Context: an optimization exercise on an open-source flow, tuned for small area, a short achievable clock period and few clock cycles per item. The choices shown serve that exercise and are no tape-out recipe.
RTL that was checked went through simulation tests only; none was proved equivalent to the original.

Setup of lagoon:
## mont_redc_ws
module mont_redc_ws #(
    parameter int P_WIDTH  = 64,
    parameter int W_WIDTH  = 32,
    parameter int PD_WIDTH = 2 * P_WIDTH,
    parameter int NUM_W    = P_WIDTH / W_WIDTH
) (
    input  logic                clk,
    input  logic                rst_n,
    input  logic                in_valid,
    output logic                in_ready,
    input  logic [PD_WIDTH-1:0] Mul_in,
    input  logic [P_WIDTH-1:0]  N_in,
    input  logic [W_WIDTH-1:0]  Nprime_in,
    output logic                out_valid,
    input  logic                out_ready,
    output logic [P_WIDTH-1:0]  res_out,
    output logic [P_WIDTH:0]    res_raw_out
);
export LEC_CHECK = 0
export CAP_MARGIN = 20
export CORE_MARGIN = 2
export CORE_UTILIZATION = 55
export CTS_BUF_LIST = sky130_fd_sc_hd__clkbuf_8
export SLEW_MARGIN = 60
create_clock -name core_clock -period 16.0 [get_ports {clk}]
standard.sh (not shown) runs the stock make flow with config.mk's settings and CLKGATE_MAP_FILE= SYNTH_SCRIPT=/design/flow/synth_recipe.tcl, a recipe that flattens the netlist after the stock synthesis.
==> flow/flow/run.sh <==
#!/bin/bash
# The standard layout (standard.sh: ORFS synth .. finish) with two changes:
#  - port buffers use the smallest plain buffer cell (every port still gets its own buffer)
#  - the setup repair over-fixes: repair_timing aims at 10.3 ns of setup slack instead of 0
export BUFFER_PORTS_ARGS="-buffer_cell sky130_fd_sc_hd__buf_1"
export SETUP_SLACK_MARGIN=10.3
bash standard.sh > standard.log 2>&1
Testbench counts of lagoon, summed over its fixed seeds: cycles 48,016, items 4,800.
diff inputs: lagoon => indigo
--- a/flow/config.mk
+++ b/flow/config.mk
@@ -8,5 +8,4 @@
 export CAP_MARGIN = 20
 export CORE_MARGIN = 2
-export CORE_UTILIZATION = 55
-export CTS_BUF_LIST = sky130_fd_sc_hd__clkbuf_8
+export CORE_UTILIZATION = 40
 export SLEW_MARGIN = 60
Findings:
- In the flow results for lagoon and indigo, the global routing met3 resource utilization is smaller on indigo.
- Lower final wirelength among lagoon and indigo: lagoon
- Cmp indigo vs lagoon: post-route minimum period higher in indigo
- Detailed route, indigo vs lagoon: via total lower for indigo
- Share of the core filled with cells: indigo vs lagoon down 17 points
- Relative to lagoon, the data required time of the worst path of indigo is higher by 3640 ps.
- indigo ends up with lower setup slack than lagoon does.
Relative to indigo, the following input files were edited for xenon:
--- a/flow/config.mk
+++ b/flow/config.mk
@@ -9,3 +9,4 @@
 export CORE_MARGIN = 2
 export CORE_UTILIZATION = 40
+export CTS_BUF_LIST = sky130_fd_sc_hd__clkbuf_8
 export SLEW_MARGIN = 60
Findings:
Cmp xenon and indigo / share of final-layout standard cells stronger than drive strength 1 / higher: xenon
Maximum fanout along the worst path: xenon and indigo compared, higher one is indigo
Delta (xenon minus indigo): global-route usage held; met1 layer wirelength in the final routing increased about 0.8%; share of async-settable or async-resettable flops after synthesis stayed essentially flat.
[compare] base=indigo new=xenon: setup slack moved up, clock tree buffer count of the final layout increased by about 24% relative to the old numbers.
--- input diff xenon..tundra ---
--- a/flow/config.mk
+++ b/flow/config.mk
@@ -10,3 +10,3 @@
 export CORE_UTILIZATION = 40
 export CTS_BUF_LIST = sky130_fd_sc_hd__clkbuf_8
-export SLEW_MARGIN = 60
+export SLEW_MARGIN = 20
### Flow results
- Of tundra and xenon, it is tundra that has the lower average via count per standard cell.
- When tundra is set beside xenon, its maximum single-stage delay on the critical path turns out to be 50 ps larger.
- Comparing time the worst path needs with I/O delays and setup for xenon and tundra, the bigger number came from tundra.
- Area after synthesis: xenon vs tundra identical
- The worst setup slack of tundra is lower than that of xenon.
- The met3 demand-to-capacity share in global routing on xenon is in line with that on tundra.
- tundra ends up with a critical path depth that is 3 lower than in xenon.

* * *

== the previous run ==
Another version of the RTL of mont_redc_ws (not shown whole).
Size: roughly 270 flip-flops, roughly 360 I/O pins, roughly 0.031 mm2 of cells after synthesis.
==> flow/config.mk <==
export PLATFORM = sky130hd
export DESIGN_NAME = mont_redc_ws
export DESIGN_NICKNAME = mont_redc_ws
export VERILOG_FILES = /design/flow/design.v
export SDC_FILE = /design/flow/constraint.sdc
export NUM_CORES = 4
export LEC_CHECK = 0
export CAP_MARGIN = 20
export CORE_MARGIN = 2
export CORE_UTILIZATION = 40
export SLEW_MARGIN = 60
==> flow/constraint.sdc <==
create_clock -name core_clock -period 16.0 [get_ports {clk}]
set_input_delay 3.2000 -clock core_clock [delete_from_list [all_inputs] [get_ports {clk}]]
set_output_delay 3.2000 -clock core_clock [all_outputs]
set_load 0.01 [all_outputs]
==> flow/flow/run.sh <==
#!/bin/bash
# The standard layout (standard.sh: ORFS synth .. finish) with two changes:
#  - port buffers use the smallest buffer cell (every port still gets its own buffer)
#  - the setup repair over-fixes: repair_timing aims at 9 ns of setup slack instead of 0
export BUFFER_PORTS_ARGS="-buffer_cell sky130_fd_sc_hd__buf_1"
export SETUP_SLACK_MARGIN=9
bash standard.sh > standard.log 2>&1
Testbench counts of the previous run, summed over its fixed seeds: cycles 48,016, items 4,800.
What the current run does differently from the previous run at the input level:
==> flow/flow/run.sh <==
#!/bin/bash
# The standard layout (standard.sh: ORFS synth .. finish), except that the port
# buffers use the smallest plain buffer cell (every port still gets its own buffer).
export BUFFER_PORTS_ARGS="-buffer_cell sky130_fd_sc_hd__buf_1"
bash standard.sh > standard.log 2>&1
==> results.txt <==
- | worst setup slack | the current run vs the previous run | better |
- As of the current run, number of vias per cell after detailed routing had fallen slightly compared to the previous run.

* * *

Setup of job 104:
Another version of the RTL of mont_redc_ws (not shown whole).
For scale: about 2,900 cells after synthesis, about 360 I/O pins, roughly 30,000 um2 of cells after synthesis.
## mont_redc_ws
module mont_redc_ws #(
    parameter int P_WIDTH  = 64,
    parameter int W_WIDTH  = 32,
    parameter int PD_WIDTH = 2 * P_WIDTH,
    parameter int NUM_W    = P_WIDTH / W_WIDTH
) (
    input  logic                clk,
    input  logic                rst_n,
    input  logic                in_valid,
    output logic                in_ready,
    input  logic [PD_WIDTH-1:0] Mul_in,
    input  logic [P_WIDTH-1:0]  N_in,
    input  logic [W_WIDTH-1:0]  Nprime_in,
    output logic                out_valid,
    input  logic                out_ready,
    output logic [P_WIDTH-1:0]  res_out,
    output logic [P_WIDTH:0]    res_raw_out
);
export LEC_CHECK = 0
export CAP_MARGIN = 20
export CORE_MARGIN = 2
export CORE_UTILIZATION = 40
export CTS_BUF_LIST = sky130_fd_sc_hd__clkbuf_8
export SLEW_MARGIN = 60
create_clock -name core_clock -period 16.0 [get_ports {clk}]
==> flow/flow/run.sh <==
#!/bin/bash
# The standard layout (standard.sh: ORFS synth .. finish) with two changes:
#  - port buffers use the smallest plain buffer cell (every port still gets its own buffer)
#  - the setup repair over-fixes: repair_timing aims at 10.3 ns of setup slack instead of 0
export BUFFER_PORTS_ARGS="-buffer_cell sky130_fd_sc_hd__buf_1"
export SETUP_SLACK_MARGIN=10.3
bash standard.sh > standard.log 2>&1
Setup changes, job 104 to job 103
==> flow/flow/run.sh <==
#!/bin/bash
# The standard layout (standard.sh: ORFS synth .. finish), except that the port
# buffers use the smallest plain buffer cell (every port still gets its own buffer).
export BUFFER_PORTS_ARGS="-buffer_cell sky130_fd_sc_hd__buf_1"
bash standard.sh > standard.log 2>&1
--- outcome ---
- Summary: with job 104 as the reference, number of non-clock buffers in job 103 moved down by a few percent.
- Maximum frequency delta (job 103 − job 104): unfavourable
Function was not checked in any run of this note: the RTL went through the layout flow alone.

* * *

== run 1 ==
Another version of the RTL of mont_redc_ws (not shown whole).
Size in the first run: ~2,800 cells after synthesis, about 260 flip-flops, about 360 I/O pins, roughly 29,000 µm² of cells after synthesis.
export LEC_CHECK = 0
export CAP_MARGIN = 20
export CORE_MARGIN = 2
export CORE_UTILIZATION = 40
export CTS_BUF_LIST = sky130_fd_sc_hd__clkbuf_8
export SLEW_MARGIN = 60
create_clock -name core_clock -period 16.0 [get_ports {clk}]
==> flow/flow/run.sh <==
#!/bin/bash
# The standard layout (standard.sh: ORFS synth .. finish) with two changes:
#  - port buffers use the smallest plain buffer cell (every port still gets its own buffer)
#  - the setup repair over-fixes: repair_timing aims at 10 ns of setup slack instead of 0
export BUFFER_PORTS_ARGS="-buffer_cell sky130_fd_sc_hd__buf_1"
export SETUP_SLACK_MARGIN=10
bash standard.sh > standard.log 2>&1
Testbench counts of run 1, summed over its fixed seeds: cycles 48,016, items 4,800.
The following lists how run 2 was set up differently from run 1:
Settings: a deleted CTS_BUF_LIST that had been sky130_fd_sc_hd__clkbuf_8.
==> flow/run.sh (new file) <==
#!/bin/bash
# synth_recipe.tcl (not shown) runs the flow's synth.tcl, then flattens the netlist and writes it again
# the make line also repeats each setting of config.mk as NAME=value (left out here)
make -C /OpenROAD-flow-scripts/flow DESIGN_CONFIG=/design/flow/config.mk WORK_HOME=/design/flow/orfs CLKGATE_MAP_FILE= SYNTH_SCRIPT=/design/flow/synth_recipe.tcl finish
removed: flow/flow/run.sh
removed: flow/standard.sh
### Flow results
- NOTE storage element area run 1->run 2 decreased slightly
- For highest clock frequency the design can meet, dividing the value from run 1 by the value from run 2 gives 1.10.
- In the route summary, run 2 ends up with a via count exceeding that of run 1.
- Summary: with run 1 as the reference, global-route wire length before repair in run 2 moved up by a few percent.
- Summary: with run 1 as the reference, number of clock buffer instances in the layout in run 2 moved down by more than 10%.
- Changes observed in run 2 relative to run 1: final cell utilization of the core +2.4 points; aggregate routed wire length now larger.
Modified inputs, run 3 compared to run 2
Settings: CTS_BUF_LIST now sky130_fd_sc_hd__clkbuf_8, previously not set; GPL_TIMING_DRIVEN now 1, previously not set.
==> flow/flow/run.sh (new file) <==
#!/bin/bash
# The standard layout (standard.sh: ORFS synth .. finish), except that the port
# buffers use the smallest plain buffer cell (every port still gets its own buffer).
export BUFFER_PORTS_ARGS="-buffer_cell sky130_fd_sc_hd__buf_1"
bash standard.sh > standard.log 2>&1
==> flow/standard.sh (new file) <==
#!/bin/bash
# synth_recipe.tcl (not shown) runs the flow's synth.tcl, then flattens the netlist and writes it again
# the make line also repeats each setting of config.mk as NAME=value (left out here)
make -C /OpenROAD-flow-scripts/flow DESIGN_CONFIG=/design/flow/config.mk WORK_HOME=/design/flow/orfs CLKGATE_MAP_FILE= SYNTH_SCRIPT=/design/flow/synth_recipe.tcl "${@:-finish}"
removed: flow/run.sh
Run 3 went all the way through synthesis, placement and routing and the layout is clean on timing, DRC and antenna.
Looking only at routed wire length, and setting everything else aside, the higher value of run 3 and run 2 goes to run 2.
Relative to run 2, the final cell count of run 3 is higher by 0.70%.
Post-detailed-route via-to-cell ratio: run 3 vs run 2 down 0.17
Diff run 2 -> run 3: quantity of gates resized following cts was more or less identical; detailed route wirelength on metal3 went down by 3.9%.
Run 2 has a higher non-clock buffer count than run 3.
Looking at layout-stage area growth over the synthesis result, run 3 sits 7.3 points below run 2.
Changes in run 4 relative to run 3:
Settings: GPL_TIMING_DRIVEN: 1 -> unset.
==> flow/flow/run.sh <==
#!/bin/bash
# The standard layout (standard.sh: ORFS synth .. finish) with two changes:
#  - port buffers use the smallest plain buffer cell (every port still gets its own buffer)
#  - the setup repair over-fixes: repair_timing aims at 10.3 ns of setup slack instead of 0
export BUFFER_PORTS_ARGS="-buffer_cell sky130_fd_sc_hd__buf_1"
export SETUP_SLACK_MARGIN=10.3
bash standard.sh > standard.log 2>&1
### Flow results
Delta (run 4 minus run 3): count of placed standard cells including taps about even; fraction of standard cell area that is sequential fell by 0.57 points.
Looking only at number of buffers added for setup after CTS, and setting everything else aside, the lower value of run 3 and run 4 goes to run 3.
Going from run 3 to run 4, number of cell instances on the worst register-to-register path shrank by 3, number of nets in the synthesized netlist did not really move.
Run 4 ended up with a higher sum of routed wire segments on met1 than run 3 did.
Input-level comparison between run 5 and run 4:
==> flow/flow/run.sh <==
#!/bin/bash
# The standard layout (standard.sh: ORFS synth .. finish) with two changes:
#  - port buffers use the smallest plain buffer cell (every port still gets its own buffer)
#  - the setup repair over-fixes: repair_timing aims at 11 ns of setup slack instead of 0
export BUFFER_PORTS_ARGS="-buffer_cell sky130_fd_sc_hd__buf_1"
export SETUP_SLACK_MARGIN=11
bash standard.sh > standard.log 2>&1
Compared with run 4, in run 5 final area rose by 6600 µm²; non-clock buffer count +55%. Every run (run 5 and run 4) finished clean. Run comparison: run 5 highest metal layer used by the detailed router met5; run 4 highest metal layer used by the detailed router met4.
Changes in run 6 relative to run 5:
==> flow/flow/run.sh <==
#!/bin/bash
# The standard layout (standard.sh: ORFS synth .. finish) with two changes:
#  - port buffers use the smallest plain buffer cell (every port still gets its own buffer)
#  - the setup repair over-fixes: repair_timing aims at 12 ns of setup slack instead of 0
export BUFFER_PORTS_ARGS="-buffer_cell sky130_fd_sc_hd__buf_1"
export SETUP_SLACK_MARGIN=12
bash standard.sh > standard.log 2>&1
==> results.txt <==
In run 6 the path depth of the worst reg2reg path turned out 6 lower than in run 5. Setup slack in run 6 is larger than in run 5. From run 5 to run 6 the numbers moved as follows: shortest clock period the worst path allows after layout saw a decrease. Run 6 vs. run 5: layout overhead on the synthesized area climbed 2.4 points; routed length per placed instance climbed about 1.4%; area fraction of clock buffers and clock inverters climbed 0.16 points. Going from run 5 to run 6, final area climbed about 1.8%; number of antenna cells inserted dropped 2.

## separate check: timing with driven ports
How much do the figures lean on ideal ports? The routed layouts below were timed once more, with nothing changed but the port constraints.
Step 1 (the two cells are an assumption about what drives the block):
set clk [get_ports {clk}]
set_driving_cell -lib_cell sky130_fd_sc_hd__clkbuf_16 $clk
set_driving_cell -lib_cell sky130_fd_sc_hd__buf_2 [delete_from_list [all_inputs] $clk]
Step 2 also shifts input and output timing later by t, the mid clock arrival at the registers, as if the neighbouring blocks saw the same clock.
a / b / c = ideal ports / drivers / drivers and shift; a / b = the first two.
| run | t, ns | slack for setup (ns) | hold slack, ns | worst slew at a driven data input, ns |
|---|---|---|---|---|
| lagoon | 0.711 | 10.410 / 10.352 / 10.443 | 0.503 / 0.503 / 0.503 | 0.13 |
| indigo | 0.618 | 10.308 / 10.308 / 10.308 | 0.515 / 0.515 / 0.515 | 0.12 |
| xenon | 0.707 | 10.425 / 10.382 / 10.425 | 0.525 / 0.525 / 0.525 | 0.11 |
| tundra | 0.717 | 10.377 / 10.377 / 10.377 | 0.532 / 0.532 / 0.532 | 0.11 |
| the previous run | 0.675 | 9.198 / 9.198 / 9.198 | 0.525 / 0.525 / 0.525 | 0.10 |
| the current run | 0.635 | 9.338 / 9.338 / 9.338 | 0.511 / 0.511 / 0.511 | 0.10 |
| job 104 | 0.729 | 10.369 / 10.369 / 10.369 | 0.418 / 0.418 / 0.418 | 0.10 |
| job 103 | 0.736 | 9.686 / 9.686 / 9.686 | 0.410 / 0.410 / 0.410 | 0.09 |
| run 1 | 0.708 | 10.158 / 10.158 / 10.158 | 0.496 / 0.496 / 0.496 | 0.06 |
| run 2 | 0.615 | 9.594 / 9.594 / 9.594 | 0.518 / 0.518 / 0.518 | 0.06 |
| run 3 | 0.687 | 9.707 / 9.707 / 9.707 | 0.505 / 0.505 / 0.505 | 0.05 |
| run 4 | 0.714 | 10.356 / 10.356 / 10.356 | 0.497 / 0.497 / 0.497 | 0.06 |
| run 5 | 0.710 | 10.473 / 10.473 / 10.473 | 0.500 / 0.500 / 0.500 | 0.09 |
| run 6 | 0.732 | 10.513 / 10.513 / 10.513 | 0.513 / 0.513 / 0.513 | 0.07 |
After both steps every run listed still meets setup and hold.
